Optimization exercise on an open flow, not production practice. RTL: at most simulated, not proved equivalent. Function not checked: runs 1 and 2. Power: default activity.

`design/flow/flow/run.sh`:
```
#!/bin/bash
set -euo pipefail
MARGIN=$(cat flow/margin.txt)
bash standard.sh synth > synth.log 2>&1
bash standard.sh "SETUP_SLACK_MARGIN=$MARGIN" \
	"BUFFER_PORTS_ARGS=-buffer_cell sky130_fd_sc_hd__buf_2" finish > layout.log 2>&1
```
`design/flow/flow/margin.txt`:
```
6.9
```
`design/flow/standard.sh`:
```
#!/bin/bash
# synth_recipe.tcl (not shown) runs the flow's synth.tcl, then flattens the netlist and writes it again
# the make line also repeats each setting of config.mk as NAME=value (left out here)
make -C /OpenROAD-flow-scripts/flow DESIGN_CONFIG=/design/flow/config.mk WORK_HOME=/design/flow/orfs CLKGATE_MAP_FILE= SYNTH_SCRIPT=/design/flow/synth_recipe.tcl "${@:-finish}"
```
`design/flow/config.mk`:
```
export PLATFORM = sky130hd
export DESIGN_NAME = srt_div_top
export DESIGN_NICKNAME = srt_div_top
export VERILOG_FILES = /design/flow/design.v
export SDC_FILE = /design/flow/constraint.sdc
export NUM_CORES = 4
export LEC_CHECK = 0
export CAP_MARGIN = 20
export CORE_MARGIN = 2
export CORE_UTILIZATION = 45
export CTS_BUF_LIST = sky130_fd_sc_hd__clkbuf_16
export CTS_CLUSTER_DIAMETER = 60
export CTS_CLUSTER_SIZE = 20
export PLACE_DENSITY = 0.6
export SLEW_MARGIN = 20
```
`design/flow/constraint.sdc`:
```
create_clock -name core_clock -period 10.0 [get_ports {clk}]
set_input_delay 2.0000 -clock core_clock [delete_from_list [all_inputs] [get_ports {clk}]]
set_output_delay 2.0000 -clock core_clock [all_outputs]
set_load 0.01 [all_outputs]
```
`design/flow/design.v`:
```
`default_nettype none
package srt_pkg;
	parameter int APB_DATA_W = 32;	 
	parameter int EST_W = 5;	 
	typedef enum logic [2:0] {
		QD_ZERO = 3'b000,
		QD_POS1 = 3'b001,
		QD_POS2 = 3'b010,
		QD_NEG2 = 3'b110,
		QD_NEG1 = 3'b111
	} qdigit_e;
	typedef enum logic [7:0] {
		ADDR_DIVIDEND = 8'h00,
		ADDR_DIVISOR = 8'h04,	 
		ADDR_STATUS = 8'h08,
		ADDR_RESULT = 8'h0C	 
	} reg_addr_e;
endpackage
`default_nettype wire
`timescale 1ns/10ps
`default_nettype none
module srt_div_top (
	input logic clk,
	input logic arst_n,
	input logic psel,
	input logic penable,
	input logic pwrite,
	input logic [7:0] paddr,
	input logic [srt_pkg::APB_DATA_W-1:0] pwdata,
	output logic [srt_pkg::APB_DATA_W-1:0] prdata,
	output logic pready,
	output logic pslverr
);
	localparam logic [7:0] A_DVD = 8'h00;
	localparam logic [7:0] A_DVS = 8'h04;
	localparam logic [7:0] A_STS = 8'h08;
	localparam logic [7:0] A_RES = 8'h0C;
	logic [15:0] dividend;
	logic [31:0] slot [3];		 
	logic [2:0] sdbz;		 
	logic [1:0] sskip [3];		 
	logic [2:0] wr_oh;		 
	logic [2:0] rd_oh;		 
	logic [2:0] nx_oh;		 
	logic [1:0] n_sres;		 
	logic [1:0] n_pend;		 
	logic busy;			 
	logic hold;			 
	logic last;			 
	logic [3:0] cnt;		 
	logic [15:0] ur;		 
	logic [15:0] uq;		 
	logic [15:0] ud;		 
	logic udbz;			 
	logic pre_dbz;			 
	logic [2:0] pre_c;		 
	logic [1:0] pre_skip;
	logic dvd_wr_q;			 
	logic div_wr_q;			 
	logic rd_res_q;			 
	assign pready = 1'b1;
	logic setup;
	logic launch;
	logic pop;
	logic [2:0] n_rdy;		 
	logic rdy_nz;			 
	logic full;			 
	logic [2:0] n_sp;
	logic [31:0] head;		 
	logic head_dbz;
	assign setup = psel & ~penable;
	assign launch = div_wr_q;
	assign pop = rd_res_q;
	assign n_rdy = {1'b0, n_sres} + {2'b0, hold};
	assign rdy_nz = (n_sres != 2'd0) | hold;
	assign n_sp = {1'b0, n_sres} + {1'b0, n_pend};
	assign full = n_sp[2] | ((n_sp == 3'd3) & (busy | hold));
	always_comb begin
		if (n_sres != 2'd0) begin
			head = ({32{rd_oh[0]}} & slot[0]) | ({32{rd_oh[1]}} & slot[1]) |
				({32{rd_oh[2]}} & slot[2]);
			head_dbz = |(rd_oh & sdbz);
		end else begin
			head = {ur, uq};
			head_dbz = udbz;
		end
	end
	always_ff @(posedge clk or negedge arst_n) begin
		if (!arst_n) begin
			dvd_wr_q <= 1'b0;
			div_wr_q <= 1'b0;
			rd_res_q <= 1'b0;
		end else begin
			dvd_wr_q <= setup & pwrite & (paddr == A_DVD);
			div_wr_q <= setup & pwrite & (paddr == A_DVS) & ~full;
			rd_res_q <= setup & ~pwrite & (paddr == A_RES) & rdy_nz;
		end
	end
	always_ff @(posedge clk) begin
		pslverr <= (pwrite & (paddr == A_DVS) & full) |
			(~pwrite & (paddr == A_RES) & ~rdy_nz);
		case (paddr)
			A_DVD: prdata <= {16'b0, dividend};
			A_STS: prdata <= {24'b0, 1'b0, n_rdy, 2'b0,
				head_dbz & rdy_nz, rdy_nz};
			A_RES: prdata <= rdy_nz ? head : 32'b0;
			default: prdata <= 32'b0;
		endcase
	end
	always_ff @(posedge clk) begin
		if (dvd_wr_q)
			dividend <= pwdata[15:0];
	end
	logic [16:0] sx;
	logic [17:0] sd;
	logic sq;
	logic [15:0] nr;		 
	logic [15:0] nq;
	assign sx = {ur, uq[15]};
	logic [16:0] bg [6];		 
	logic [16:0] bp [6];		 
	logic [16:0] sdx;		 
	assign sdx = sx ^ {1'b0, ud};
	assign bg[0] = ~sx & {1'b0, ud};
	assign bp[0] = ~sdx;
	for (genvar l = 0; l < 5; l++) begin : g_lvl
		for (genvar i = 0; i < 17; i++) begin : g_bit
			if ((i >> l) & 1) begin : g_comb
				localparam int J = ((i >> l) << l) - 1;
				assign bg[l+1][i] = bg[l][i] | (bp[l][i] & bg[l][J]);
				assign bp[l+1][i] = bp[l][i] & bp[l][J];
			end else begin : g_pass
				assign bg[l+1][i] = bg[l][i];
				assign bp[l+1][i] = bp[l][i];
			end
		end
	end
	assign sd = {bg[5][16], sdx ^ {bg[5][15:0], 1'b0}};
	assign sq = ~sd[17];
	assign nr = sq ? sd[15:0] : sx[15:0];
	assign nq = {uq[14:0], sq};
	logic idle;			 
	logic pend_store;		 
	logic fin;			 
	logic swap;			 
	logic fin_new;			 
	logic fin_hold;			 
	logic move_new;			 
	logic load_new;			 
	logic [2:0] wsel;		 
	logic [31:0] bus;		 
	logic bus_dbz;
	logic [31:0] ops;		 
	logic [15:0] la;		 
	logic [15:0] lb;
	logic l_dbz;
	logic [1:0] l_skip;		 
	logic [15:0] lr;		 
	logic [15:0] lq;
	logic [3:0] lcnt;
	assign idle = ~busy & ~hold;
	assign pend_store = launch & busy & ~(last & (n_pend == 2'd0));
	assign fin = last & ~pend_store;
	assign swap = fin & (n_pend != 2'd0);
	assign fin_new = fin & (n_pend == 2'd0) & launch;
	assign fin_hold = fin & (n_pend == 2'd0) & ~launch;
	assign move_new = hold & launch;
	assign load_new = launch & ~pend_store;
	assign ops = ({32{nx_oh[0]}} & slot[0]) | ({32{nx_oh[1]}} & slot[1]) |
		({32{nx_oh[2]}} & slot[2]);
	assign wsel = pend_store ? wr_oh :
		swap ? nx_oh :
		(fin_new | move_new) ? wr_oh : 3'b000;
	assign bus = pend_store ? {dividend, pwdata[15:0]} :
		hold ? {ur, uq} : {nr, nq};
	assign bus_dbz = pend_store ? pre_dbz : udbz;
	always_ff @(posedge clk) begin
		pre_dbz <= (pwdata[15:0] == 16'b0);
		pre_c <= {dividend[15:4] < pwdata[15:0], dividend[15:8] < pwdata[15:0],
			dividend[15:12] < pwdata[15:0]};
	end
	assign pre_skip = pre_c[2] ? 2'd3 : pre_c[1] ? 2'd2 : pre_c[0] ? 2'd1 : 2'd0;
	assign la = swap ? ops[31:16] : dividend;
	assign lb = swap ? ops[15:0] : pwdata[15:0];
	assign l_dbz = swap ? |(nx_oh & sdbz) : pre_dbz;
	assign l_skip = swap ? (({2{nx_oh[0]}} & sskip[0]) | ({2{nx_oh[1]}} & sskip[1]) |
		({2{nx_oh[2]}} & sskip[2])) : pre_skip;
	always_comb begin
		if (l_dbz) begin
			lr = {1'b0, la[15:1]};
			lq = {la[0], 15'h7fff};
			lcnt = 4'd0;
		end else begin
			case (l_skip)
				2'd3: begin
					lr = {4'b0, la[15:4]};
					lq = {la[3:0], 12'b0};
					lcnt = 4'd3;
				end
				2'd2: begin
					lr = {8'b0, la[15:8]};
					lq = {la[7:0], 8'b0};
					lcnt = 4'd7;
				end
				2'd1: begin
					lr = {12'b0, la[15:12]};
					lq = {la[11:0], 4'b0};
					lcnt = 4'd11;
				end
				default: begin
					lr = 16'b0;
					lq = la;
					lcnt = 4'd15;
				end
			endcase
		end
	end
	always_ff @(posedge clk or negedge arst_n) begin
		if (!arst_n) begin
			busy <= 1'b0;
			last <= 1'b0;
			hold <= 1'b0;
			cnt <= 4'd0;
			wr_oh <= 3'b001;
			rd_oh <= 3'b001;
			nx_oh <= 3'b001;
			n_sres <= 2'd0;
			n_pend <= 2'd0;
		end else begin
			if (swap | load_new) begin
				busy <= 1'b1;
				cnt <= lcnt;
				last <= l_dbz;
			end else if (fin) begin
				busy <= 1'b0;
				last <= 1'b0;
			end else if (busy & ~last) begin
				cnt <= cnt - 4'd1;
				last <= (cnt == 4'd1);
			end
			if (fin_hold)
				hold <= 1'b1;
			else if (move_new | (pop & (n_sres == 2'd0)))
				hold <= 1'b0;
			if (pend_store | fin_new | move_new)
				wr_oh <= {wr_oh[1:0], wr_oh[2]};
			if (swap | fin_new | move_new)
				nx_oh <= {nx_oh[1:0], nx_oh[2]};
			if (pop & (n_sres != 2'd0))
				rd_oh <= {rd_oh[1:0], rd_oh[2]};
			n_sres <= n_sres + {1'b0, swap | fin_new | move_new} -
				{1'b0, pop & (n_sres != 2'd0)};
			n_pend <= n_pend + {1'b0, pend_store} - {1'b0, swap};
		end
	end
	always_ff @(posedge clk) begin
		if (swap | load_new) begin
			ur <= lr;
			uq <= lq;
			ud <= lb;
			udbz <= l_dbz;
		end else if ((busy & ~last) | fin_hold) begin
			ur <= nr;
			uq <= nq;
		end
		for (int i = 0; i < 3; i++) begin
			if (wsel[i]) begin
				slot[i] <= bus;
				sdbz[i] <= bus_dbz;
			end
			if (pend_store & wr_oh[i])
				sskip[i] <= pre_skip;
		end
	end
endmodule
`default_nettype wire
```
==> flow_summary.json, run 1 <==
{
  "path_cells": "buf_2",
  "pin_count": 79,
  "synth_top_area_frac": 0.430,
  "status": "no timing/DRC/antenna violations",
  "r2r-start": "ur[2]$_DFFE_PP_",
  "yosys_warnings": 5,
  "final_cell_mix": "edfxtp_1, nand2_1, o21ai_0, a21oi_1, a222oi_1",
  "cap_violations": 0,
  "report.final.slew_viol_count": 0,
  "cp.required_ns": 8.00,
  "first_global_vias": 9276,
  "max_freq_mhz": 327,
  "vias": 9667,
  "multi_input_area_um2": 5040,
  "hp-class": "reg -> reg",
  "rrSetupSlack_ns": 6.95,
  "p_leak_nw": 4.91,
  "start_kind": "flip-flop",
  "hold_viol": 0,
  "setup_tns_ns": 0,
  "clkTransAtPathRegs_ns": 0.08,
  "syn_to_final_growth_pct": 13.6,
  "seq_area_um2": 6430,
  "synth_area_per_cell_um2": 10.8,
  "synth_edf_count": 170,
  "drt_iter0_markers": 1530,
  "cp_top_family": "flip-flops",
  "rr_endpoint": "slot[0][18]$_DFFE_PP_",
  "drc": 0,
  "post-place-ws_ns": 5.85,
  "relSlewSlack": 0.371,
  "grt_max_degree": 66,
  "cp_slowest_cell": "dfxtp_1",
  "min_period_ns": 3.06,
  "clockBufferDepth": 3,
  "path_buf_inv": 1,
  "n_antenna_cell": 0,
  "yosysTopAreaCell": "edfxtp_1",
  "cts.root.buffer_cell": "clkbuf_16",
  "dieHeight_um": 166,
  "wirelength_um": 37900,
  "post-route-worst-setup-slack_ns": 6.94,
  "holdCritStartpoint": "wr_oh[1]$_DFFE_PN0P_",
  "cts_tree": "done",
  "reg2reg_depth": 9,
  "synth.area.top_cells": "edfxtp_1, dfxtp_1, a222oi_1, ha_1, dfrtp_1",
  "rsz0062_at_grt": "false",
  "layout_commonest_cell": "edfxtp_1",
  "synth_nets": 1200,
  "fin_crit_sh": 0.306,
  "ant_nets": 0,
  "fin_hold_ws_ns": 0.559,
  "die-area_um2": 27700,
  "ys.flop_type": "edfxtp_1",
  "fin_area_um2": 13500,
  "dr.pass1.iters": 10,
  "nets": 1237,
  "via_per_inst": 6.47,
  "fillers": 2381,
  "path_class": "reg -> out",
  "worstMarginPinSlew_ns": 0.944,
  "cp.arrival_ns": 1.06,
  "drive_above_1_share": 0.163,
  "initial_core_util": 0.457,
  "hold_depth": 1,
  "p_per_area_nw_per_um2": 216,
  "gr-usage-all-layers": 0.264,
  "gp_congestion": 0.946,
  "setup_viol_count_final": 0,
  "post_drt_wl_per_cell_um": 25.4,
  "cp_slowest_stage_delay_ns": 0.37,
  "cts_hold_buf": 0,
  "worstHoldEndpoint": "wr_oh[1]$_DFFE_PN0P_",
  "syn-cell-area_um2": 11900,
  "place.detailed.hpwl_um": 23700,
  "syn-instance-count": 1105,
  "overflow": 0,
  "fin_worst_skew_ns": 0.0358,
  "clkLatencyLatePin_ns": 0.56,
  "crit_fanout": 1,
  "antenna_found_initial": 0,
  "grt_pass1_wl_um": 56700,
  "dpl_cell_area_um2": 12400,
  "peakVddDrop_mv": 0.126,
  "async_flop_share": 0.100,
  "row_count": 59,
  "synth-seq-area-share": 0.541,
  "cts-buffers-inserted": 24,
  "cts_sinks": 230,
  "synth-seq-cells": 230,
  "endpoint_kind": "primary output",
  "coreArea_um2": 26000,
  "ys_types": 69,
  "cts-htree-levels": 1,
  "die_w_um": 166,
  "port_buffers": 61
}
[logic make-up after synthesis]
family,share of synthesized area
multiplexers,0.0244
AND/OR/NAND/NOR,0.104
XOR/XNOR,0.0133
other,0.000316
AO/OA/AOI/OAI,0.217
adder cells (fa/ha/maj),0.0558
buffers and inverters,0.0442
flip-flops,0.541
[registers in the layout (all words and copies together) (netlist names), 2 cells and up]
name,flops
uq,16
wr_oh,3
n_sres,2
slot,96
prdata,32
ud,16
rd_oh,3
nx_oh,3
sdbz,3
n_pend,2
dividend,16
cnt,4
sskip,6
pre_c,3
ur,16
[power by group]
part / switching [mW] / internal, mW / leakage, nW
Sequential: 0.100 / 1.21 / 2.14
Combinational: 0.406 / 0.262 / 2.37
Clock: 0.463 / 0.480 / 0.403
[layer usage]
metal,routed length (µm),share of wire,vias up,GRT usage
met1,15700,0.41,4742,0.382
met5,0,0,-,0
li1,-,-,4340,-
met4,1240,0.033,0,0.0873
met2,17200,0.45,504,0.413
met3,3770,0.099,81,0.0378
[timing repair]
action | CTS | global route
resized for setup | 10 | 20
setup buffers | 5 | 6
pin swaps | 8 | 8
setup endpoints to repair | 95 | 83
cloned | 0 | 2
[cell usage after synthesis (all sizes together), types with 19 or more instances]
| cell type | instances |
|---|---|
| inv | 43 |
| nor2 | 67 |
| nand2 | 131 |
| dfrtp | 20 |
| mux2i | 20 |
| a21oi | 89 |
| ha | 45 |
| a211oi | 21 |
| o21ai | 97 |
| nand3 | 23 |
| edfxtp | 170 |
| buf | 26 |
| a222oi | 67 |
| dfxtp | 37 |
| clkbuf | 54 |
| o211ai | 19 |
[stage by stage]
stage                      util  instances  total power, mW
after CTS                 0.514       1487             2.89
after detailed placement  0.478       1438             1.93
after floorplan               -       1105             1.74
final                     0.519       1495             2.92
after global routing      0.519       1495             3.05
after global placement    0.478       1438             1.92
[final cells by class]
| class | instances | share of cell area |
|---|---|---|
| flip-flops and latches | 230 | 0.477 |
| multi-input cells | 752 | 0.374 |
| clock buffers | 24 | 0.0445 |
| repair buffers | 90 | 0.0427 |
| well taps | 335 | 0.0311 |
| clock inverters | 20 | 0.0187 |
| inverters | 44 | 0.0126 |
[worst max-delay path by stage]
stage               slack (ns)                  to          startpoint  depth (start not counted)
floorplan                 6.91  prdata[16]$_DFF_P_            paddr[5]                          7
global placement          5.88  prdata[30]$_DFF_P_            paddr[5]                          6
detailed placement        5.85  prdata[30]$_DFF_P_            paddr[5]                          6
CTS                       6.86  prdata[28]$_DFF_P_            paddr[5]                          6
global route              6.92          prdata[20]  prdata[20]$_DFF_P_                          1
finish                    6.94          prdata[31]  prdata[31]$_DFF_P_                          1
==> run 2: changes to the inputs <==
--- a/design/flow/config.mk
+++ b/design/flow/config.mk
@@ -9,3 +9,3 @@
 export CORE_MARGIN = 2
-export CORE_UTILIZATION = 45
+export CORE_UTILIZATION = 35
 export CTS_BUF_LIST = sky130_fd_sc_hd__clkbuf_16
@@ -13,3 +13,3 @@
 export CTS_CLUSTER_SIZE = 20
-export PLACE_DENSITY = 0.6
+export PLACE_DENSITY = 0.5
 export SLEW_MARGIN = 20
==> flow_summary.json, run 2 <==
{
  "fin_worst_skew_ns": 0.0182,
  "vias": 9493,
  "ant_nets": 0,
  "syn-cell-area_um2": 11900,
  "largest_registers": "slot x96, prdata x32",
  "cp.required_ns": 10.29,
  "synth_most_common_cell": "edfxtp_1",
  "wirelength_um": 39800,
  "async_flop_share": 0.100,
  "synth.area.top_cells": "edfxtp_1, dfxtp_1, a222oi_1, ha_1, dfrtp_1",
  "ys.flop_type": "edfxtp_1",
  "coreArea_um2": 33400,
  "pin_count": 79,
  "hold_viol": 0,
  "path_class": "reg -> reg",
  "first_global_vias": 9207,
  "clockBufferDepth": 3,
  "worstMarginPinSlew_ns": 0.958,
  "cts-buffers-inserted": 22,
  "dieHeight_um": 188,
  "nets": 1234,
  "syn-instance-count": 1105,
  "overflow": 0,
  "max_freq_mhz": 329,
  "clkTransAtPathRegs_ns": 0.08,
  "crit_fanout": 33,
  "min_period_ns": 3.04,
  "drive_above_1_share": 0.154,
  "synthTopCellsByCount": "edfxtp_1, nand2_1, o21ai_0, a21oi_1, a222oi_1",
  "report.final.slew_viol_count": 0,
  "p_per_area_nw_per_um2": 209,
  "via_per_inst": 5.92,
  "final_util": 0.404,
  "cp.arrival_ns": 3.33,
  "gr-usage-all-layers": 0.221,
  "cp_slowest_cell": "edfxtp_1",
  "largest_register": "slot",
  "antenna_found_initial": 0,
  "grt_max_degree": 66,
  "path_cells": "inv_1 -> ha_1 -> fa_2 -> a211oi_4 -> o211ai_2 -> a211oi_2 -> o32a_1 -> buf_12 -> o21ai_0 -> o211ai_1",
  "cts.root.buffer_cell": "clkbuf_16",
  "synth-seq-cells": 230,
  "endpoint_kind": "flip-flop",
  "cts_tree": "done",
  "drc": 0,
  "rsz0062_at_grt": "true",
  "layout_commonest_cell": "edfxtp_1",
  "start_kind": "flip-flop",
  "ys_types": 69,
  "cts_sinks": 230,
  "die-area_um2": 35400,
  "fin_hold_ws_ns": 0.545,
  "row_count": 67,
  "n_antenna_cell": 0,
  "synth_edf_count": 170,
  "cp_slowest_stage_delay_ns": 0.41,
  "setup_tns_ns": 0,
  "synth-seq-area-share": 0.541,
  "p_leak_nw": 4.86,
  "peakVddDrop_mv": 0.108,
  "post-place-ws_ns": 5.79,
  "largest_reg_flops": 96,
  "fin_crit_sh": 0.304,
  "setup_viol_count_final": 0,
  "synth_nets": 1200,
  "port_buffers": 61,
  "grt_pass1_wl_um": 59200,
  "place.detailed.hpwl_um": 25800,
  "yosysTopAreaCell": "edfxtp_1",
  "relSlewSlack": 0.361,
  "synth_top_area_frac": 0.430,
  "status": "no timing/DRC/antenna violations",
  "post-route-worst-setup-slack_ns": 6.96,
  "cts-htree-levels": 1,
  "cap_violations": 0,
  "die_w_um": 188,
  "clkLatencyLatePin_ns": 0.53,
  "gp_congestion": 0.924,
  "hp-class": "reg -> reg",
  "drt_iter0_markers": 1225,
  "syn_to_final_growth_pct": 13.7,
  "dr.pass1.iters": 5,
  "post_drt_wl_per_cell_um": 24.8,
  "cts_hold_buf": 0,
  "initial_core_util": 0.355,
  "total_power_mw": 2.83,
  "synth_area_per_cell_um2": 10.8,
  "yosys_warnings": 5,
  "final_cell_mix": "edfxtp_1, nand2_1, o21ai_0"
}
run 2: area by class of cell:
| class | instances | area (µm²) |
|---|---|---|
| multi-input combinational | 752 | 5060 |
| timing repair buffer | 89 | 548 |
| tap | 448 | 561 |
| inverter | 44 | 170 |
| fill | 3247 | 19900 |
| clock inverter | 17 | 164 |
| sequential | 230 | 6430 |
| clock buffer | 23 | 576 |
run 2: cell families (layout without fill, tap and decap cells):
logic type	after synthesis	after routing	share of synthesized area
XOR/XNOR	18	18	0.0133
flip-flops	230	230	0.541
AO/OA/AOI/OAI	380	380	0.217
multiplexers	28	28	0.0244
other	1	1	0.000316
buffers and inverters	124	173	0.0442
adder cells (fa/ha/maj)	50	50	0.0558
AND/OR/NAND/NOR	274	275	0.104
run 2: critical path, delay by kind of cell, from the launching register on:
kind / cells / cell delay [ns]
buffers and inverters: 2 / 0.26
AOI/OAI and AO/OA: 6 / 1.54
adders and majority gates: 2 / 0.59
DFF: 1 / 0.41
run 2: power by group:
part | internal, mW | leakage (nW) | switching (mW)
Sequential | 1.21 | 2.13 | 0.111
Clock | 0.440 | 0.363 | 0.415
Combinational | 0.253 | 2.36 | 0.399
run 2: final timing paths:
kind / start / to / slack (ns) / cells after the start
max in group asynchronous: arst_n / hold$_DFFE_PN0P_ / 8.16 / 1
min in group asynchronous: arst_n / dvd_wr_q$_DFF_PN0_ / 1.44 / 1
max reg2reg: uq[15]$_DFFE_PP_ / slot[0][24]$_DFFE_PP_ / 6.96 / 10
min reg2reg: wr_oh[2]$_DFFE_PN0P_ / wr_oh[0]$_DFFE_PN1P_ / 0.54 / 1
min: wr_oh[2]$_DFFE_PN0P_ / wr_oh[0]$_DFFE_PN1P_ / 0.54 / 1
max: uq[15]$_DFFE_PP_ / slot[0][24]$_DFFE_PP_ / 6.96 / 10
run 2: stage by stage:
stage	cell area, µm²	cells
after floorplan	11900	1105
after global placement	12600	1554
after detailed placement	12600	1554
after CTS	13400	1598
after global routing	13500	1603
final	13500	1603
run 2: repair_timing:
| item | in CTS | in global routing |
|---|---|---|
| gates resized for setup | 5 | 21 |
| cloned | 0 | 1 |
| setup endpoints to repair | 104 | 96 |
| setup buffers | 4 | 4 |
| pin swaps | 2 | 5 |
run 2: layer usage:
layer / up-vias / wire (µm) / share of wire / track usage
met1: 4650 / 18100 / 0.45 / 0.329
met3: 59 / 3160 / 0.080 / 0.0283
met4: 0 / 904 / 0.023 / 0.0494
li1: 4330 / - / - / -
met2: 454 / 17600 / 0.44 / 0.344
met5: - / 0 / 0 / 0
==> run 3: changes to the inputs <==
--- a/design/flow/design.v
+++ b/design/flow/design.v
@@ -141,10 +141,10 @@
 	assign nq = {uq[14:0], sq};
-	logic idle;			 
-	logic pend_store;		 
-	logic fin;			 
-	logic swap;			 
-	logic fin_new;			 
+	logic pend;			 
+	logic pop_held;			 
+	logic swap_f;			 
+	logic swap_h;			 
+	logic swap;
+	logic load_i;			 
+	logic load;
 	logic fin_hold;			 
-	logic move_new;			 
-	logic load_new;			 
 	logic [2:0] wsel;		 
@@ -160,18 +160,16 @@
 	logic [3:0] lcnt;
-	assign idle = ~busy & ~hold;
-	assign pend_store = launch & busy & ~(last & (n_pend == 2'd0));
-	assign fin = last & ~pend_store;
-	assign swap = fin & (n_pend != 2'd0);
-	assign fin_new = fin & (n_pend == 2'd0) & launch;
-	assign fin_hold = fin & (n_pend == 2'd0) & ~launch;
-	assign move_new = hold & launch;
-	assign load_new = launch & ~pend_store;
+	assign pend = (n_pend != 2'd0);
+	assign pop_held = pop & (n_sres == 2'd0);
+	assign swap_f = last & pend & ~launch;
+	assign swap_h = hold & pend & ~launch & ~pop_held;
+	assign swap = swap_f | swap_h;
+	assign load_i = ~busy & ~hold & pend;
+	assign load = swap | load_i;
+	assign fin_hold = last & ~pend;
 	assign ops = ({32{nx_oh[0]}} & slot[0]) | ({32{nx_oh[1]}} & slot[1]) |
 		({32{nx_oh[2]}} & slot[2]);
-	assign wsel = pend_store ? wr_oh :
-		swap ? nx_oh :
-		(fin_new | move_new) ? wr_oh : 3'b000;
-	assign bus = pend_store ? {dividend, pwdata[15:0]} :
+	assign wsel = launch ? wr_oh : swap ? nx_oh : 3'b000;
+	assign bus = launch ? {dividend, pwdata[15:0]} :
 		hold ? {ur, uq} : {nr, nq};
-	assign bus_dbz = pend_store ? pre_dbz : udbz;
+	assign bus_dbz = launch ? pre_dbz : udbz;
 	always_ff @(posedge clk) begin
@@ -182,7 +180,7 @@
 	assign pre_skip = pre_c[2] ? 2'd3 : pre_c[1] ? 2'd2 : pre_c[0] ? 2'd1 : 2'd0;
-	assign la = swap ? ops[31:16] : dividend;
-	assign lb = swap ? ops[15:0] : pwdata[15:0];
-	assign l_dbz = swap ? |(nx_oh & sdbz) : pre_dbz;
-	assign l_skip = swap ? (({2{nx_oh[0]}} & sskip[0]) | ({2{nx_oh[1]}} & sskip[1]) |
-		({2{nx_oh[2]}} & sskip[2])) : pre_skip;
+	assign la = ops[31:16];
+	assign lb = ops[15:0];
+	assign l_dbz = |(nx_oh & sdbz);
+	assign l_skip = ({2{nx_oh[0]}} & sskip[0]) | ({2{nx_oh[1]}} & sskip[1]) |
+		({2{nx_oh[2]}} & sskip[2]);
 	always_comb begin
@@ -229,3 +227,3 @@
 		end else begin
-			if (swap | load_new) begin
+			if (load) begin
 				busy <= 1'b1;
@@ -233,3 +231,3 @@
 				last <= l_dbz;
-			end else if (fin) begin
+			end else if (fin_hold) begin
 				busy <= 1'b0;
@@ -242,17 +240,16 @@
 				hold <= 1'b1;
-			else if (move_new | (pop & (n_sres == 2'd0)))
+			else if (swap_h | pop_held)
 				hold <= 1'b0;
-			if (pend_store | fin_new | move_new)
+			if (launch)
 				wr_oh <= {wr_oh[1:0], wr_oh[2]};
-			if (swap | fin_new | move_new)
+			if (load)
 				nx_oh <= {nx_oh[1:0], nx_oh[2]};
-			if (pop & (n_sres != 2'd0))
+			if ((pop & ~pop_held) | load_i)
 				rd_oh <= {rd_oh[1:0], rd_oh[2]};
-			n_sres <= n_sres + {1'b0, swap | fin_new | move_new} -
-				{1'b0, pop & (n_sres != 2'd0)};
-			n_pend <= n_pend + {1'b0, pend_store} - {1'b0, swap};
-		end
-	end
-	always_ff @(posedge clk) begin
-		if (swap | load_new) begin
+			n_sres <= n_sres + {1'b0, swap} - {1'b0, pop & ~pop_held};
+			n_pend <= n_pend + {1'b0, launch} - {1'b0, load};
+		end
+	end
+	always_ff @(posedge clk) begin
+		if (load) begin
 			ur <= lr;
@@ -270,3 +267,3 @@
 			end
-			if (pend_store & wr_oh[i])
+			if (launch & wr_oh[i])
 				sskip[i] <= pre_skip;
==> design/flow/flow/run.sh (replaced) <==
#!/bin/bash
set -euo pipefail
MARGIN=$(cat flow/margin.txt)
bash standard.sh synth > synth.log 2>&1
bash standard.sh "SETUP_SLACK_MARGIN=$MARGIN" \
	"BUFFER_PORTS_ARGS=-buffer_cell sky130_fd_sc_hd__buf_1" finish > layout.log 2>&1
==> design/flow/flow/margin.txt (replaced) <==
6.7
--- a/design/flow/config.mk
+++ b/design/flow/config.mk
@@ -11,4 +11,4 @@
 export CTS_BUF_LIST = sky130_fd_sc_hd__clkbuf_16
-export CTS_CLUSTER_DIAMETER = 60
-export CTS_CLUSTER_SIZE = 20
+export CTS_CLUSTER_DIAMETER = 80
+export CTS_CLUSTER_SIZE = 30
 export PLACE_DENSITY = 0.5
==> flow_summary.json, run 3 <==
{
  "cts_sinks": 230,
  "layout_commonest_cell": "edfxtp_1",
  "cp_slowest_stage_delay_ns": 0.42,
  "setup_tns_ns": 0,
  "post_drt_wl_per_cell_um": 23.3,
  "relSlewSlack": 0.235,
  "ys_types": 65,
  "peakVddDrop_mv": 0.117,
  "synth.area.top_cells": "edfxtp_1, dfxtp_1, a222oi_1, ha_1, dfrtp_1",
  "hp-class": "reg -> reg",
  "fin_crit_sh": 0.310,
  "clkTransAtPathRegs_ns": 0.09,
  "cp.required_ns": 8.00,
  "clockBufferDepth": 3,
  "final_util": 0.391,
  "synth_most_common_cell": "edfxtp_1",
  "cts_tree": "done",
  "drive_above_1_share": 0.0772,
  "fin_worst_skew_ns": 0.0225,
  "coreArea_um2": 32400,
  "async_flop_share": 0.100,
  "cap_violations": 0,
  "start_kind": "flip-flop",
  "synth_area_per_cell_um2": 11.0,
  "rr_endpoint": "n_pend[1]$_DFF_PN0_",
  "reg2reg_depth": 14,
  "min_period_ns": 3.10,
  "clkLatencyLatePin_ns": 0.50,
  "cts-htree-levels": 1,
  "dr.pass1.iters": 9,
  "synth_top_area_frac": 0.446,
  "largest_registers": "slot x96, prdata x32",
  "final_cell_mix": "edfxtp_1, nand2_1, o21ai_0",
  "report.final.slew_viol_count": 0,
  "cts.root.buffer_cell": "clkbuf_16",
  "n_antenna_cell": 0,
  "ant_nets": 0,
  "synth-seq-cells": 230,
  "port_buffers": 61,
  "syn_to_final_growth_pct": 10.5,
  "row_count": 66,
  "initial_core_util": 0.354,
  "vias": 8665,
  "post-place-ws_ns": 6.26,
  "post-route-worst-setup-slack_ns": 6.90,
  "status": "no timing/DRC/antenna violations",
  "synth_edf_count": 170,
  "antenna_found_initial": 0,
  "yosysTopAreaCell": "edfxtp_1",
  "grt_pass1_wl_um": 53900,
  "nets": 1162,
  "cp.arrival_ns": 1.10,
  "yosys_warnings": 5,
  "hold_depth": 1,
  "max_freq_mhz": 323,
  "cp_top_family": "flip-flops",
  "die_w_um": 185,
  "pin_count": 79,
  "via_per_inst": 5.71,
  "path_buf_inv": 1,
  "wirelength_um": 35300,
  "rsz0062_at_grt": "true",
  "holdCritStartpoint": "wr_oh[2]$_DFFE_PN0P_",
  "worstHoldEndpoint": "wr_oh[2]$_DFFE_PN0P_",
  "overflow": 0,
  "p_per_area_nw_per_um2": 301,
  "gr-usage-all-layers": 0.211,
  "crit_fanout": 1,
  "drt_iter0_markers": 1187,
  "synth_nets": 1138,
  "cp-startpoint": "prdata[2]$_DFF_P_",
  "largest_reg_flops": 96,
  "largest_register": "slot",
  "cts-buffers-inserted": 15,
  "path_class": "reg -> out",
  "dieHeight_um": 185,
  "syn-cell-area_um2": 11500,
  "die-area_um2": 34200,
  "worstMarginPinSlew_ns": 1.14,
  "hold_viol": 0,
  "place.detailed.hpwl_um": 23000,
  "syn-instance-count": 1043,
  "synth-seq-area-share": 0.561,
  "drc": 0,
  "p_leak_nw": 4.69,
  "rrSetupSlack_ns": 6.91,
  "grt_max_degree": 58,
  "r2r-start": "n_sres[1]$_DFF_PN0_",
  "setup_viol_count_final": 0,
  "first_global_vias": 8608,
  "synthTopCellsByCount": "edfxtp_1, nand2_1, o21ai_0, nor2_1, a222oi_1",
  "ys.flop_type": "edfxtp_1",
  "endpoint_kind": "primary output",
  "path_cells": "buf_1",
  "cp_slowest_cell": "dfxtp_1",
  "total_power_mw": 3.81,
  "gp_congestion": 0.811
}
run 3: cell types whose count changed after synthesis, sizes merged, moves of 12 or more:
cell and delta:
nand2 -22, inv +16, nand3 -12, a31oi +14
a21oi -32, a211oi -16
run 3: area by class of cell:
cell class,count,area (µm²)
fillers,3237,19700
flip-flops and latches,230,6430
multi-input cells,677,4540
well taps,442,553
repair buffers,83,419
clock buffers,15,375
inverters,60,225
clock inverters,10,118
run 3: repair_timing:
action,4_1_cts,5_1_grt
pin swaps,0,0
endpoints found under the setup margin,106,14
hold buffers,0,0
setup buffers,0,1
cloned,0,0
resized for setup,7,4
run 3: cells by family (layout without fill, tap and decap cells):
family          after synthesis  after routing  synth area share
compound gates              322            322             0.194
simple gates                255            255            0.0983
flops                       230            230             0.561
buf+inv                     136            168            0.0465
fa+ha+maj                    50             50            0.0579
mux                          33             33            0.0297
xor+xnor                     16             16            0.0122
other cells                   1              1          0.000327
run 3: stage by stage:
stage          instances  instance area [µm²]  hold WS, ns
3_5_place_dp        1491                12100        0.470
2_1_floorplan       1043                11500        0.444
6_report            1517                12700        0.486
5_1_grt             1517                12700        0.514
3_3_place_gp        1491                12100        0.456
4_1_cts             1516                12600        0.492
run 3: metal layers:
| layer | global-route usage | share of wire | vias up |
|---|---|---|---|
| met5 | 0 | 0 | - |
| met4 | 0.0406 | 0.012 | 0 |
| met3 | 0.0234 | 0.068 | 34 |
| met2 | 0.342 | 0.46 | 316 |
| met1 | 0.306 | 0.46 | 4316 |
| li1 | - | - | 3999 |
run 3: where the power goes:
group          internal (mW)  switching (mW)  leakage [nW]
Sequential              1.44           0.155          2.19
Clock                  0.316           0.349         0.248
Combinational          0.558            1.00          2.26
run 3: how the worst max path moves through the flow:
stage | endpoint | slack (ns) | cells past startpoint
after global placement | ur[15]$_SDFFCE_PN0P_ | 6.26 | 8
after floorplan | pre_c[1]$_DFF_P_ | 6.72 | 8
final | prdata[2] | 6.90 | 1
after detailed placement | ur[15]$_SDFFCE_PN0P_ | 6.26 | 8
after CTS | n_pend[1]$_DFF_PN0_ | 6.75 | 14
after global routing | n_pend[1]$_DFF_PN0_ | 6.67 | 14
Testbench counts of run 3, summed over its fixed seeds: cycles 24,578.
==> run 4: changes to the inputs <==
==> design/flow/flow/margin.txt (replaced) <==
7.2
==> flow_summary.json, run 4 <==
{
  "drc": 0,
  "synth_area_per_cell_um2": 11.0,
  "vias": 9022,
  "n_antenna_cell": 0,
  "largest_register": "slot",
  "ys.flop_type": "edfxtp_1",
  "clkTransAtPathRegs_ns": 0.11,
  "largest_reg_flops": 96,
  "cts_tree": "done",
  "total_power_mw": 4.79,
  "place.detailed.hpwl_um": 22600,
  "cts-buffers-inserted": 15,
  "path_buf_inv": 1,
  "dr.pass1.iters": 8,
  "clkLatencyLatePin_ns": 0.51,
  "clockBufferDepth": 3,
  "final_util": 0.436,
  "hp-class": "reg -> reg",
  "yosys_warnings": 5,
  "min_period_ns": 2.99,
  "row_count": 66,
  "multi_input_area_um2": 5150,
  "cp_slowest_stage_delay_ns": 0.37,
  "cap_violations": 0,
  "status": "no timing/DRC/antenna violations",
  "cp_top_family": "flip-flops",
  "grt_pass1_wl_um": 55300,
  "synth_most_common_cell": "edfxtp_1",
  "endpoint_kind": "primary output",
  "crit_fanout": 1,
  "start_kind": "flip-flop",
  "path_class": "reg -> out",
  "seq_area_um2": 6460,
  "syn_to_final_growth_pct": 23.2,
  "ys_types": 65,
  "largest_registers": "slot x96, prdata x32",
  "cp_slowest_cell": "dfxtp_4",
  "via_per_inst": 5.81,
  "async_flop_share": 0.100,
  "port_buffers": 61,
  "ant_nets": 0,
  "nets": 1199,
  "dp_cells": 1489,
  "final_cell_mix": "edfxtp_1, nand2_1, nor2_1",
  "synth_top_area_frac": 0.446,
  "relSlewSlack": 0.290,
  "setup_viol_count_final": 0,
  "fin_hold_ws_ns": 0.485,
  "drt_iter0_markers": 1179,
  "cts_sinks": 230,
  "drive_above_1_share": 0.237,
  "dieHeight_um": 185,
  "synth_nets": 1138,
  "p_leak_nw": 5.29,
  "grt_max_degree": 58,
  "cts.root.buffer_cell": "clkbuf_16",
  "synth.area.top_cells": "edfxtp_1, dfxtp_1, a222oi_1, ha_1, dfrtp_1",
  "die-area_um2": 34200,
  "die_w_um": 185,
  "overflow": 0,
  "post_drt_wl_per_cell_um": 24.8,
  "setup_tns_ns": 0,
  "synth_edf_count": 170,
  "synth-seq-area-share": 0.561,
  "fin_cells": 1554,
  "layout_commonest_cell": "edfxtp_1",
  "path_cells": "buf_6",
  "first_global_vias": 8612,
  "syn-instance-count": 1043,
  "cts-htree-levels": 1,
  "initial_core_util": 0.354,
  "gr-usage-all-layers": 0.219,
  "synthTopCellsByCount": "edfxtp_1, nand2_1, o21ai_0, nor2_1, a222oi_1",
  "syn-cell-area_um2": 11500,
  "fin_worst_skew_ns": 0.0224,
  "gp_congestion": 0.811,
  "cp.required_ns": 8.00,
  "wirelength_um": 38500,
  "pin_count": 79,
  "coreArea_um2": 32400,
  "report.final.slew_viol_count": 0,
  "worstMarginPinSlew_ns": 1.06,
  "fillers": 3091,
  "cp.arrival_ns": 0.99,
  "max_freq_mhz": 335,
  "synth-seq-cells": 230,
  "peakVddDrop_mv": 0.164,
  "hold_viol": 0,
  "rsz0062_at_grt": "true",
  "p_per_area_nw_per_um2": 339,
  "fin_crit_sh": 0.299,
  "antenna_found_initial": 0,
  "yosysTopAreaCell": "edfxtp_1"
}
run 4: changes by cell type in the layout (fill, tap and decap cells not counted), moves of 10 or more:
cell     before  now
nand2_4       0   14
buf_1        60   19
nand2_1     109   93
buf_2         0   17
o21ai_4       0   11
dfxtp_1      37   18
buf_6         3   27
buf_12        1   11
buf_4        18   35
o21ai_0      82   49
dfxtp_2       0   17
o21ai_1       2   17
a21oi_1      55   42
a21oi_2       2   12
run 4: metal layers:
layer | global-route usage | part of all wire
met1 | 0.314 | 0.45
met2 | 0.345 | 0.45
met3 | 0.0354 | 0.076
met4 | 0.0575 | 0.023
met5 | 0 | 0
run 4: kinds of logic (layout without fill, tap and decap cells):
kind of cell / Yosys count / in the layout / synth area share
buf+inv: 136 / 203 / 0.0465
xor+xnor: 16 / 16 / 0.0122
mux: 33 / 33 / 0.0297
compound gates: 322 / 322 / 0.194
simple gates: 255 / 257 / 0.0983
fa+ha+maj: 50 / 50 / 0.0579
other cells: 1 / 1 / 0.000327
flops: 230 / 230 / 0.561
run 4: report_power, final:
part / internal (mW) / switching (mW) / leakage [nW]
Clock: 0.342 / 0.366 / 0.263
Combinational: 1.06 / 1.42 / 2.83
Sequential: 1.43 / 0.173 / 2.20
run 4: worst paths after layout:
kind,startpoint,end,slack (ns),cells past startpoint
min in group asynchronous,arst_n,n_pend[1]$_DFF_PN0_,1.46,2
worst max register to register,uq[15]$_DFFE_PP_,slot[0][17]$_DFFE_PP_,7.16,11
worst max-delay path,prdata[3]$_DFF_P_,prdata[3],7.01,1
worst min register to register,wr_oh[2]$_DFFE_PN0P_,wr_oh[2]$_DFFE_PN0P_,0.48,1
max in group asynchronous,arst_n,wr_oh[0]$_DFFE_PN1P_,8.22,2
worst min-delay path,wr_oh[2]$_DFFE_PN0P_,wr_oh[2]$_DFFE_PN0P_,0.48,1
run 4: final cells by class:
cell class              instances  share of cell area
flip-flops and latches        230               0.458
multi-input cells             679               0.365
repair buffers                118              0.0814
well taps                     442              0.0392
clock buffers                  18              0.0319
inverters                      60              0.0177
clock inverters                 7             0.00691
run 4: repair_timing:
item                       in CTS  in global routing
gates cloned                    5                  4
hold buffers                    0                  0
pin swaps                      13                 40
gates resized for setup       137                117
buffers inserted               11                 20
setup endpoints to repair     298                143
run 4: through the flow:
step	setup slack [ns]	cell area [µm²]
global placement	6.01	12200
global route	6.99	14100
detailed placement	5.97	12200
finish	7.01	14100
floorplan	6.84	11600
CTS	6.99	13300
==> run 5: changes to the inputs <==
==> design/flow/flow/margin.txt (replaced) <==
7.4
==> flow_summary.json, run 5 <==
{
  "synth_top_area_frac": 0.446,
  "rr_endpoint": "slot[0][30]$_DFFE_PP_",
  "cp_num_cells": 1,
  "drt_iter0_markers": 1174,
  "clockBufferDepth": 3,
  "synth_most_common_cell": "edfxtp_1",
  "drc": 0,
  "wirelength_um": 40600,
  "p_per_area_nw_per_um2": 342,
  "die_w_um": 185,
  "syn-instance-count": 1043,
  "fin_cells": 1578,
  "die-area_um2": 34200,
  "setup_viol_count_final": 0,
  "synth_edf_count": 170,
  "status": "no timing/DRC/antenna violations",
  "n_antenna_cell": 0,
  "worstMarginPinSlew_ns": 1.08,
  "nets": 1222,
  "async_flop_share": 0.100,
  "fin_crit_sh": 0.298,
  "first_global_vias": 9196,
  "ys_types": 65,
  "drive_above_1_share": 0.290,
  "antenna_found_initial": 0,
  "max_freq_mhz": 336,
  "endpoint_kind": "primary output",
  "dr.pass1.iters": 8,
  "dieHeight_um": 185,
  "p_leak_nw": 5.57,
  "synth_area_per_cell_um2": 11.0,
  "cts_tree": "done",
  "cp_slowest_stage_delay_ns": 0.34,
  "gr-usage-all-layers": 0.237,
  "rrSetupSlack_ns": 7.09,
  "synth-seq-area-share": 0.561,
  "cp_slowest_cell": "dfxtp_2",
  "vias": 9339,
  "post-place-ws_ns": 5.85,
  "start_kind": "flip-flop",
  "r2r-start": "uq[15]$_DFFE_PP_",
  "use_met1": 0.320,
  "synth_nets": 1138,
  "busiest_layer": "met2",
  "pin_count": 79,
  "total_power_mw": 5.05,
  "grt_pass1_wl_um": 59600,
  "gp_congestion": 0.823,
  "yosys_warnings": 5,
  "syn_to_final_growth_pct": 28.8,
  "via_per_inst": 5.92,
  "path_cells": "buf_6",
  "yosysTopAreaCell": "edfxtp_1",
  "final_cell_mix": "edfxtp_1, nand2_1, a222oi_1",
  "port_buffers": 61,
  "fin_area_um2": 14800,
  "cts.root.buffer_cell": "clkbuf_16",
  "synth-seq-cells": 230,
  "ys.flop_type": "edfxtp_1",
  "final_util": 0.456,
  "met2_usage": 0.384,
  "peakVddDrop_mv": 0.230,
  "cap_violations": 0,
  "hp-class": "reg -> reg",
  "crit_fanout": 1,
  "cp.required_ns": 8.00,
  "clkTransAtPathRegs_ns": 0.11,
  "dpl_cell_area_um2": 12200,
  "post-route-worst-setup-slack_ns": 7.02,
  "initial_core_util": 0.354,
  "post_drt_wl_per_cell_um": 25.7,
  "cts_sinks": 230,
  "cp-endpoint": "prdata[9]",
  "grt_max_degree": 54,
  "dp_cells": 1488,
  "largest_register": "slot",
  "clkLatencyLatePin_ns": 0.52,
  "fin_hold_ws_ns": 0.484,
  "largest_registers": "slot x96, prdata x32",
  "reg2reg_depth": 12,
  "layout_commonest_cell": "edfxtp_1",
  "ant_nets": 0,
  "hold_viol": 0,
  "cts-htree-levels": 1,
  "cp.arrival_ns": 0.98,
  "use_met3": 0.0421,
  "setup_tns_ns": 0,
  "row_count": 66,
  "largest_reg_flops": 96,
  "report.final.slew_viol_count": 0,
  "overflow": 0,
  "synth.area.top_cells": "edfxtp_1, dfxtp_1, a222oi_1, ha_1, dfrtp_1",
  "relSlewSlack": 0.279,
  "cts-buffers-inserted": 15,
  "syn-cell-area_um2": 11500,
  "coreArea_um2": 32400,
  "place.detailed.hpwl_um": 23000,
  "fin_worst_skew_ns": 0.0329,
  "path_class": "reg -> out",
  "synthTopCellsByCount": "edfxtp_1, nand2_1, o21ai_0, nor2_1, a222oi_1",
  "rsz0062_at_grt": "true",
  "min_period_ns": 2.98,
  "cp-startpoint": "prdata[9]$_DFF_P_",
  "cts_hold_buf": 0,
  "cp_top_family": "flip-flops",
  "path_buf_inv": 1
}
==> run 5: repair_timing <==
item | 4_1_cts | 5_1_grt
gates resized for setup | 248 | 95
pin swaps | 54 | 36
cloned | 11 | 4
setup buffers | 31 | 18
setup endpoints to repair | 311 | 164
==> run 5: kinds of logic after synthesis <==
kind of cell               count (synthesis)  synth area share
AOI/OAI and AO/OA                        322             0.194
and+or+nand+nor                          255            0.0983
DFF                                      230             0.561
buffers and inverters                    136            0.0465
adders and majority gates                 50            0.0579
muxes                                     33            0.0297
xor gates and xnor gates                  16            0.0122
other                                      1          0.000327
==> run 5: worst min-delay path by stage <==
stage | startpoint | end | slack, ns | depth (start not counted)
2_1_floorplan | wr_oh[1]$_DFFE_PN0P_ | wr_oh[1]$_DFFE_PN0P_ | 0.45 | 1
3_3_place_gp | wr_oh[1]$_DFFE_PN0P_ | wr_oh[1]$_DFFE_PN0P_ | 0.45 | 1
3_5_place_dp | wr_oh[1]$_DFFE_PN0P_ | wr_oh[1]$_DFFE_PN0P_ | 0.46 | 1
4_1_cts | wr_oh[1]$_DFFE_PN0P_ | wr_oh[1]$_DFFE_PN0P_ | 0.49 | 1
5_1_grt | wr_oh[1]$_DFFE_PN0P_ | wr_oh[1]$_DFFE_PN0P_ | 0.51 | 1
6_report | wr_oh[1]$_DFFE_PN0P_ | wr_oh[1]$_DFFE_PN0P_ | 0.48 | 1
==> run 5: worst reg2reg max path, cell delays in order (launching register included) <==
cell      delay [ns]
edfxtp_1        0.43
inv_2           0.07
ha_4            0.15
fa_2            0.36
a211oi_2        0.28
o211ai_2        0.19
and4_4          0.22
o31ai_4         0.18
buf_6           0.20
buf_12          0.16
nor2_4          0.05
a31oi_4         0.19
a221o_1         0.26
==> run 5: metal layers <==
layer,up-vias,part of all wire
li1,4137,-
met1,4648,0.41
met2,481,0.46
met3,73,0.093
met4,0,0.031
met5,-,0
==> run 5: power by group <==
group          switching [mW]  internal, mW
Combinational            1.54          1.22
Clock                   0.377         0.303
Sequential              0.171          1.44
==> run 5: layout make-up <==
class / count / area, µm²
sequential: 230 / 6460
fill: 3095 / 17600
tap: 442 / 553
clock buffer: 15 / 375
timing repair buffer: 139 / 1500
inverter: 60 / 245
clock inverter: 11 / 134
multi-input combinational: 681 / 5490
==> run 6: changes to the inputs <==
==> design/flow/flow/margin.txt (replaced) <==
6.9
==> flow_summary.json, run 6 <==
{
  "max_freq_mhz": 331,
  "dieHeight_um": 185,
  "die-area_um2": 34200,
  "cts.root.buffer_cell": "clkbuf_16",
  "nets": 1174,
  "peakVddDrop_mv": 0.114,
  "via_per_inst": 5.70,
  "start_kind": "flip-flop",
  "overflow": 0,
  "yosysTopAreaCell": "edfxtp_1",
  "multi_input_area_um2": 4580,
  "rsz0062_at_grt": "true",
  "largest_reg_flops": 96,
  "cp.required_ns": 10.29,
  "synthTopCellsByCount": "edfxtp_1, nand2_1, o21ai_0, nor2_1, a222oi_1",
  "setup_viol_count_final": 0,
  "p_leak_nw": 4.77,
  "fillers": 3243,
  "clockBufferDepth": 3,
  "largest_registers": "slot x96, prdata x32",
  "cts-htree-levels": 1,
  "largest_register": "slot",
  "path_class": "reg -> reg",
  "async_flop_share": 0.100,
  "pin_count": 79,
  "ys_types": 65,
  "syn-instance-count": 1043,
  "synthMuxAreaShare": 0.0297,
  "min_period_ns": 3.02,
  "synth_edf_count": 170,
  "yosys.area_share.simple": 0.0983,
  "drive_above_1_share": 0.0984,
  "cts-buffers-inserted": 15,
  "gp_congestion": 0.803,
  "drc": 0,
  "worstMarginPinSlew_ns": 1.18,
  "synth.area.top_cells": "edfxtp_1, dfxtp_1, a222oi_1, ha_1, dfrtp_1",
  "cts_tree": "done",
  "post_drt_wl_per_cell_um": 23.2,
  "cts_sinks": 230,
  "die_w_um": 185,
  "synth_fa_ha_area_frac": 0.0579,
  "final_util": 0.398,
  "fin_crit_sh": 0.302,
  "synth_top_area_frac": 0.446,
  "grt_max_degree": 58,
  "layout_commonest_cell": "edfxtp_1",
  "synth-seq-area-share": 0.561,
  "synth_compound_area_frac": 0.194,
  "hold_viol": 0,
  "fin_worst_skew_ns": 0.0259,
  "relSlewSlack": 0.208,
  "clkLatencyLatePin_ns": 0.50,
  "path_cells": "inv_1 -> ha_1 -> fa_2 -> a211oi_4 -> o211ai_2 -> and4_4 -> o31ai_4 -> buf_4 -> clkbuf_16 -> o21ai_0 -> a21oi_1",
  "synth-seq-cells": 230,
  "synth_area_per_cell_um2": 11.0,
  "yosys_warnings": 5,
  "grt_pass1_wl_um": 53100,
  "synth_nets": 1138,
  "antenna_found_initial": 0,
  "cp_slowest_stage_delay_ns": 0.43,
  "initial_core_util": 0.354,
  "dp_cells": 1494,
  "fin_cells": 1529,
  "hp-class": "reg -> reg",
  "ys.flop_type": "edfxtp_1",
  "vias": 8713,
  "port_buffers": 61,
  "syn_to_final_growth_pct": 12.4,
  "report.final.slew_viol_count": 0,
  "cap_violations": 0,
  "p_per_area_nw_per_um2": 307,
  "row_count": 66,
  "cp_slowest_cell": "edfxtp_1",
  "synth_most_common_cell": "edfxtp_1",
  "gr-usage-all-layers": 0.207,
  "ant_nets": 0,
  "seq_area_um2": 6430,
  "cp.arrival_ns": 3.31,
  "n_antenna_cell": 0,
  "synth_xor_area_frac": 0.0122,
  "endpoint_kind": "flip-flop",
  "clkTransAtPathRegs_ns": 0.11,
  "synth_top_family_by_area": "compound AO/OA/AOI/OAI gates",
  "wirelength_um": 35500,
  "place.detailed.hpwl_um": 22300,
  "dr.pass1.iters": 7,
  "crit_fanout": 15,
  "coreArea_um2": 32400,
  "drt_iter0_markers": 1339,
  "syn-cell-area_um2": 11500,
  "first_global_vias": 8516,
  "status": "no timing/DRC/antenna violations",
  "final_cell_mix": "edfxtp_1, nand2_1, o21ai_0",
  "setup_tns_ns": 0
}
[run 6: through the flow]
| step | setup slack, ns | power, mW | hold slack [ns] | instance area, µm² |
|---|---|---|---|---|
| after global routing | 6.87 | 4.22 | 0.502 | 12900 |
| after detailed placement | 6.21 | 3.12 | 0.465 | 12200 |
| after CTS | 6.74 | 3.82 | 0.487 | 12700 |
| after global placement | 6.23 | 3.10 | 0.454 | 12200 |
| final | 6.98 | 3.95 | 0.484 | 12900 |
| after floorplan | 6.84 | 2.69 | 0.444 | 11500 |
[run 6: cell families after synthesis]
logic type	count (synthesis)
multiplexers	33
adder cells (fa/ha/maj)	50
buffers and inverters	136
AO/OA/AOI/OAI	322
XOR/XNOR	16
flip-flops	230
AND/OR/NAND/NOR	255
other	1
[run 6: worst max-delay path: cells and delay by family (launching register included)]
family                     cells  cell delay, ns
AOI/OAI and AO/OA              5            1.12
adders and majority gates      2            0.60
buffers and inverters          3            0.42
DFF                            1            0.43
and+or+nand+nor                1            0.23
[run 6: cell type report]
| class | count | share of cell area |
|---|---|---|
| clock buffer | 15 | 0.0292 |
| clock inverter | 10 | 0.00991 |
| inverter | 60 | 0.0188 |
| multi-input combinational | 677 | 0.356 |
| sequential | 230 | 0.499 |
| tap | 442 | 0.0430 |
| timing repair buffer | 95 | 0.0440 |
[run 6: what timing repair did]
item | 4_1_cts | 5_1_grt
hold buffers | 0 | 0
pin swaps | 0 | 6
setup endpoints to repair | 66 | 53
buffers inserted | 1 | 7
gates resized for setup | 9 | 22
gates cloned | 0 | 2
[run 6: per-layer routing]
layer / track usage / wire, µm / vias to the layer above
met1: 0.304 / 16200 / 4279
met5: 0 / 0 / -
met2: 0.325 / 15900 / 371
met4: 0.0425 / 573 / 0
li1: - / - / 4024
met3: 0.0293 / 2800 / 39
[run 6: worst paths after layout]
| path | cells past startpoint | end | startpoint | slack, ns |
|---|---|---|---|---|
| min in group asynchronous | 2 | wr_oh[1]$_DFFE_PN0P_ | arst_n | 1.47 |
| hold reg to reg | 1 | wr_oh[1]$_DFFE_PN0P_ | wr_oh[1]$_DFFE_PN0P_ | 0.48 |
| hold / removal | 1 | wr_oh[1]$_DFFE_PN0P_ | wr_oh[1]$_DFFE_PN0P_ | 0.48 |
| max in group asynchronous | 2 | nx_oh[0]$_DFFE_PN1N_ | arst_n | 8.25 |
| setup reg to reg | 11 | slot[0][23]$_DFFE_PP_ | uq[15]$_DFFE_PP_ | 6.98 |
| setup / recovery | 11 | slot[0][23]$_DFFE_PP_ | uq[15]$_DFFE_PP_ | 6.98 |
[run 6: where the power goes]
part	internal [mW]	switching (mW)	leakage (nW)	total, mW
registers	1.43	0.141	2.19	1.58
logic	0.641	1.06	2.34	1.70
clock network	0.302	0.369	0.241	0.671
total	2.38	1.57	4.77	3.95
==> run 7: changes to the inputs <==
==> design/flow/flow/margin.txt (replaced) <==
7.0
==> flow_summary.json, run 7 <==
{
  "peakVddDrop_mv": 0.136,
  "gr-usage-all-layers": 0.212,
  "ys.flop_type": "edfxtp_1",
  "synth_top_area_frac": 0.446,
  "setup_tns_ns": 0,
  "gp_congestion": 0.825,
  "rrSetupSlack_ns": 7.09,
  "layout_commonest_cell": "edfxtp_1",
  "drc": 0,
  "cts-htree-levels": 1,
  "drt_iter0_markers": 1322,
  "die-area_um2": 34200,
  "rr_endpoint": "slot[0][18]$_DFFE_PP_",
  "cts.root.buffer_cell": "clkbuf_16",
  "synth_most_common_cell": "edfxtp_1",
  "cap_violations": 0,
  "cts-buffers-inserted": 15,
  "antenna_found_initial": 0,
  "post_drt_wl_per_cell_um": 24.3,
  "nets": 1178,
  "syn-instance-count": 1043,
  "largest_register": "slot",
  "crit_fanout": 1,
  "synth.area.top_cells": "edfxtp_1, dfxtp_1, a222oi_1, ha_1, dfrtp_1",
  "cts_hold_buf": 0,
  "vias": 8948,
  "largest_registers": "slot x96, prdata x32",
  "synthTopCellsByCount": "edfxtp_1, nand2_1, o21ai_0, nor2_1, a222oi_1",
  "post-route-worst-setup-slack_ns": 7.02,
  "reg2reg_depth": 13,
  "endpoint_kind": "primary output",
  "hp-class": "reg -> reg",
  "min_period_ns": 2.98,
  "clkTransAtPathRegs_ns": 0.11,
  "clockBufferDepth": 3,
  "dr.pass1.iters": 7,
  "yosysTopAreaCell": "edfxtp_1",
  "path_buf_inv": 1,
  "holdCritStartpoint": "wr_oh[1]$_DFFE_PN0P_",
  "row_count": 66,
  "report.final.slew_viol_count": 0,
  "synth_area_per_cell_um2": 11.0,
  "fin_cells": 1535,
  "relSlewSlack": 0.0540,
  "synth_edf_count": 170,
  "dp_cells": 1491,
  "p_per_area_nw_per_um2": 319,
  "post-place-ws_ns": 5.85,
  "place.detailed.hpwl_um": 22700,
  "grt_max_degree": 58,
  "pin_count": 79,
  "drive_above_1_share": 0.162,
  "path_cells": "buf_6",
  "cp.arrival_ns": 0.98,
  "die_w_um": 185,
  "cp.required_ns": 8.00,
  "max_freq_mhz": 336,
  "status": "no timing/DRC/antenna violations",
  "overflow": 0,
  "yosys_warnings": 5,
  "first_global_vias": 8763,
  "syn-cell-area_um2": 11500,
  "clkLatencyLatePin_ns": 0.53,
  "cp_top_family": "flip-flops",
  "initial_core_util": 0.354,
  "synth-seq-cells": 230,
  "ant_nets": 0,
  "grt_pass1_wl_um": 54500,
  "fin_worst_skew_ns": 0.0383,
  "port_buffers": 61,
  "synth-seq-area-share": 0.561,
  "async_flop_share": 0.100,
  "fin_crit_sh": 0.298,
  "ys_types": 65,
  "p_leak_nw": 5.00,
  "dieHeight_um": 185,
  "wirelength_um": 37300,
  "cts_sinks": 230,
  "cp_slowest_cell": "dfxtp_2",
  "setup_viol_count_final": 0,
  "fillers": 3218,
  "hold_viol": 0,
  "syn_to_final_growth_pct": 15.5,
  "synth_nets": 1138,
  "cp_slowest_stage_delay_ns": 0.34,
  "hold_depth": 1,
  "worstHoldEndpoint": "wr_oh[1]$_DFFE_PN0P_",
  "final_cell_mix": "edfxtp_1, nand2_1, nor2_1",
  "largest_reg_flops": 96,
  "worstMarginPinSlew_ns": 1.41,
  "coreArea_um2": 32400,
  "cts_tree": "done",
  "start_kind": "flip-flop",
  "via_per_inst": 5.83,
  "r2r-start": "uq[15]$_DFFE_PP_",
  "path_class": "reg -> out",
  "rsz0062_at_grt": "true"
}
[run 7: repair_timing]
item                       4_1_cts  5_1_grt
buffers inserted                 5        7
pin swaps                        7       10
setup endpoints to repair      272       98
cloned                           2        3
gates resized for setup         64       52
[run 7: cells by family (layout without fill, tap and decap cells)]
family                     count (synthesis)  in the layout  synth area share
DFF                                      230            230             0.561
adders and majority gates                 50             50            0.0579
muxes                                     33             33            0.0297
other                                      1              2          0.000327
xor gates and xnor gates                  16             16            0.0122
AOI/OAI and AO/OA                        322            322             0.194
buffers and inverters                    136            184            0.0465
and+or+nand+nor                          255            256            0.0983
[run 7: how the worst max path moves through the flow]
stage | startpoint | slack (ns) | cells after the start | endpoint
final | prdata[4]$_DFF_P_ | 7.02 | 1 | prdata[4]
after global routing | prdata[4]$_DFF_P_ | 6.99 | 1 | prdata[4]
after CTS | paddr[5] | 6.94 | 6 | prdata[16]$_DFF_P_
after detailed placement | paddr[5] | 5.85 | 6 | prdata[2]$_DFF_P_
after global placement | paddr[5] | 5.87 | 6 | prdata[2]$_DFF_P_
after floorplan | pwdata[1] | 6.84 | 8 | pre_c[1]$_DFF_P_
[run 7: power breakdown]
group,switching (mW),internal [mW]
combinational,1.17,0.773
clock,0.393,0.308
sequential,0.143,1.44
total,1.70,2.52
[run 7: area by class of cell]
class | count | area (µm²) | area share
diodes | 1 | 2.50 | 0.000189
clock buffers | 15 | 375 | 0.0284
clock inverters | 11 | 158 | 0.0119
inverters | 60 | 244 | 0.0184
multi-input cells | 678 | 4730 | 0.357
flip-flops and latches | 230 | 6440 | 0.487
well taps | 442 | 553 | 0.0418
repair buffers | 98 | 733 | 0.0554
[run 7: stage by stage]
stage	hold WS (ns)	instance area (µm²)	power [mW]	util
after detailed placement	0.461	12200	3.14	0.376
after CTS	0.485	13000	4.04	0.400
after global routing	0.487	13200	4.49	0.409
after floorplan	0.444	11500	2.69	-
after global placement	0.455	12200	3.11	0.376
final	0.482	13200	4.22	0.409
[run 7: layer usage]
metal	global-route usage	vias up	wire length, µm
li1	-	4043	-
met1	0.303	4434	16400
met2	0.333	412	16800
met3	0.0293	59	3150
met4	0.0698	0	948
met5	0	-	0
==> run 8: changes to the inputs <==
==> design/flow/flow/run.sh (replaced) <==
#!/bin/bash
set -euo pipefail
MARGIN=$(cat flow/margin.txt)
bash standard.sh synth > synth.log 2>&1
bash standard.sh "SETUP_SLACK_MARGIN=$MARGIN" \
	"BUFFER_PORTS_ARGS=-buffer_cell sky130_fd_sc_hd__buf_2" finish > layout.log 2>&1
==> design/flow/flow/margin.txt (replaced) <==
6.9
==> flow_summary.json, run 8 <==
{
  "peakVddDrop_mv": 0.128,
  "synth-seq-area-share": 0.561,
  "coreArea_um2": 32400,
  "ys.flop_type": "edfxtp_1",
  "cp_num_cells": 12,
  "max_freq_mhz": 325,
  "drt_iter0_markers": 1236,
  "largest_reg_flops": 96,
  "reg2reg_depth": 12,
  "cap_violations": 0,
  "post-route-worst-setup-slack_ns": 6.93,
  "drive_above_1_share": 0.158,
  "synth_top_area_frac": 0.446,
  "synth_nets": 1138,
  "largest_registers": "slot x96, prdata x32",
  "wirelength_um": 35900,
  "nets": 1176,
  "synth_area_per_cell_um2": 11.0,
  "path_cells": "inv_1 -> ha_2 -> fa_2 -> a211oi_4 -> o211ai_2 -> and4_4 -> o31ai_4 -> buf_6 -> clkbuf_16 -> nand2_1 -> o21ai_0 -> a21oi_1",
  "yosysTopAreaCell": "edfxtp_1",
  "cp.arrival_ns": 3.29,
  "final_util": 0.404,
  "worstMarginPinSlew_ns": 1.01,
  "post_drt_wl_per_cell_um": 23.4,
  "grt_max_degree": 58,
  "n_antenna_cell": 0,
  "cp-startpoint": "uq[15]$_DFFE_PP_",
  "synth.area.top_cells": "edfxtp_1, dfxtp_1, a222oi_1, ha_1, dfrtp_1",
  "status": "no timing/DRC/antenna violations",
  "ys_types": 65,
  "ant_nets": 0,
  "syn_to_final_growth_pct": 14.2,
  "fin_worst_skew_ns": 0.0208,
  "syn-instance-count": 1043,
  "cts_hold_buf": 0,
  "vias": 8754,
  "setup_viol_count_final": 0,
  "fillers": 3203,
  "largest_register": "slot",
  "post-place-ws_ns": 6.26,
  "cp.required_ns": 10.22,
  "setup_tns_ns": 0,
  "rrSetupSlack_ns": 6.93,
  "cts_tree": "done",
  "path_buf_inv": 3,
  "cts_sinks": 230,
  "crit_fanout": 15,
  "grt_pass1_wl_um": 53500,
  "clkTransAtPathRegs_ns": 0.10,
  "syn-cell-area_um2": 11500,
  "place.detailed.hpwl_um": 22400,
  "multi_input_area_um2": 4600,
  "path_class": "reg -> reg",
  "gp_congestion": 0.800,
  "dpl_cell_area_um2": 12200,
  "first_global_vias": 8573,
  "report.final.slew_viol_count": 0,
  "dr.pass1.iters": 7,
  "gr-usage-all-layers": 0.208,
  "cts-htree-levels": 1,
  "cp_slowest_stage_delay_ns": 0.44,
  "cp-endpoint": "slot[0][20]$_DFFE_PP_",
  "p_per_area_nw_per_um2": 313,
  "endpoint_kind": "flip-flop",
  "cp_top_family": "compound AO/OA/AOI/OAI gates",
  "cts.root.buffer_cell": "clkbuf_16",
  "yosys_warnings": 5,
  "via_per_inst": 5.71,
  "layout_commonest_cell": "edfxtp_1",
  "drc": 0,
  "clockBufferDepth": 3,
  "fin_area_um2": 13100,
  "hp-class": "reg -> reg",
  "clkLatencyLatePin_ns": 0.51,
  "seq_area_um2": 6430,
  "die-area_um2": 34200,
  "rsz0062_at_grt": "true",
  "pin_count": 79,
  "start_kind": "flip-flop",
  "p_leak_nw": 5.04,
  "synth-seq-cells": 230,
  "async_flop_share": 0.100,
  "min_period_ns": 3.07,
  "cp_slowest_cell": "edfxtp_1",
  "rr_endpoint": "slot[0][20]$_DFFE_PP_",
  "port_buffers": 61,
  "antenna_found_initial": 0,
  "initial_core_util": 0.354,
  "r2r-start": "uq[15]$_DFFE_PP_",
  "synth_edf_count": 170,
  "cts-buffers-inserted": 16,
  "die_w_um": 185,
  "relSlewSlack": 0.329,
  "row_count": 66,
  "synth_most_common_cell": "edfxtp_1",
  "final_cell_mix": "edfxtp_1, nand2_1, o21ai_0",
  "dieHeight_um": 185,
  "fin_crit_sh": 0.307,
  "overflow": 0,
  "hold_viol": 0,
  "synthTopCellsByCount": "edfxtp_1, nand2_1, o21ai_0, nor2_1, a222oi_1"
}
## run 8: cell counts after synthesis
Identical to the previous run, type by type.
## run 8: cell type report
class / instances / share of cell area
multi-input cells: 677 / 0.351
well taps: 442 / 0.0423
inverters: 60 / 0.0185
clock inverters: 11 / 0.0127
clock buffers: 17 / 0.0325
repair buffers: 96 / 0.0513
flip-flops and latches: 230 / 0.491
## run 8: worst register-to-register path: cells and delay by family (launching register included)
kind	cells	cell delay (ns)
AO/OA/AOI/OAI	5	1.09
adder cells (fa/ha/maj)	2	0.58
flip-flops	1	0.44
buffers and inverters	3	0.42
AND/OR/NAND/NOR	2	0.27
## run 8: worst min-delay path by stage
stage                          start                   end  depth (start not counted)  slack, ns
3_5_place_dp    wr_oh[1]$_DFFE_PN0P_  wr_oh[1]$_DFFE_PN0P_                          1       0.47
5_1_grt         wr_oh[2]$_DFFE_PN0P_  wr_oh[2]$_DFFE_PN0P_                          1       0.50
4_1_cts         wr_oh[1]$_DFFE_PN0P_  wr_oh[1]$_DFFE_PN0P_                          1       0.49
6_report        wr_oh[1]$_DFFE_PN0P_  wr_oh[1]$_DFFE_PN0P_                          1       0.48
3_3_place_gp    wr_oh[2]$_DFFE_PN0P_  wr_oh[2]$_DFFE_PN0P_                          1       0.46
2_1_floorplan  dividend[2]$_DFFE_PP_     prdata[2]$_DFF_P_                          2       0.44
## run 8: what timing repair did
item | in CTS | in global routing
gates cloned | 0 | 3
setup endpoints to repair | 65 | 34
hold endpoints to repair | 0 | 0
buffers inserted | 1 | 8
pin swaps | 0 | 9
gates resized for setup | 9 | 26
## run 8: per-stage QoR
stage	cells	power, mW	hold slack [ns]
final	1533	4.10	0.481
after global routing	1533	4.38	0.502
after global placement	1492	3.11	0.457
after CTS	1521	3.89	0.487
after floorplan	1043	2.69	0.444
after detailed placement	1492	3.12	0.466
## run 8: where the power goes
| group | total, mW | internal, mW | leakage, nW | switching (mW) |
|---|---|---|---|---|
| logic | 1.78 | 0.697 | 2.57 | 1.08 |
| registers | 1.58 | 1.43 | 2.19 | 0.145 |
| clock network | 0.738 | 0.345 | 0.290 | 0.393 |
| total | 4.10 | 2.48 | 5.04 | 1.62 |
## run 8: metal layers
metal | GRT usage | wire length (µm)
met4 | 0.0384 | 447
met5 | 0 | 0
met1 | 0.291 | 16100
met2 | 0.335 | 16300
met3 | 0.0474 | 3160
## run 8: cells by family after synthesis
| family | synth area share |
|---|---|
| AOI/OAI and AO/OA | 0.194 |
| xor gates and xnor gates | 0.0122 |
| adders and majority gates | 0.0579 |
| buffers and inverters | 0.0465 |
| DFF | 0.561 |
| muxes | 0.0297 |
| other | 0.000327 |
| and+or+nand+nor | 0.0983 |
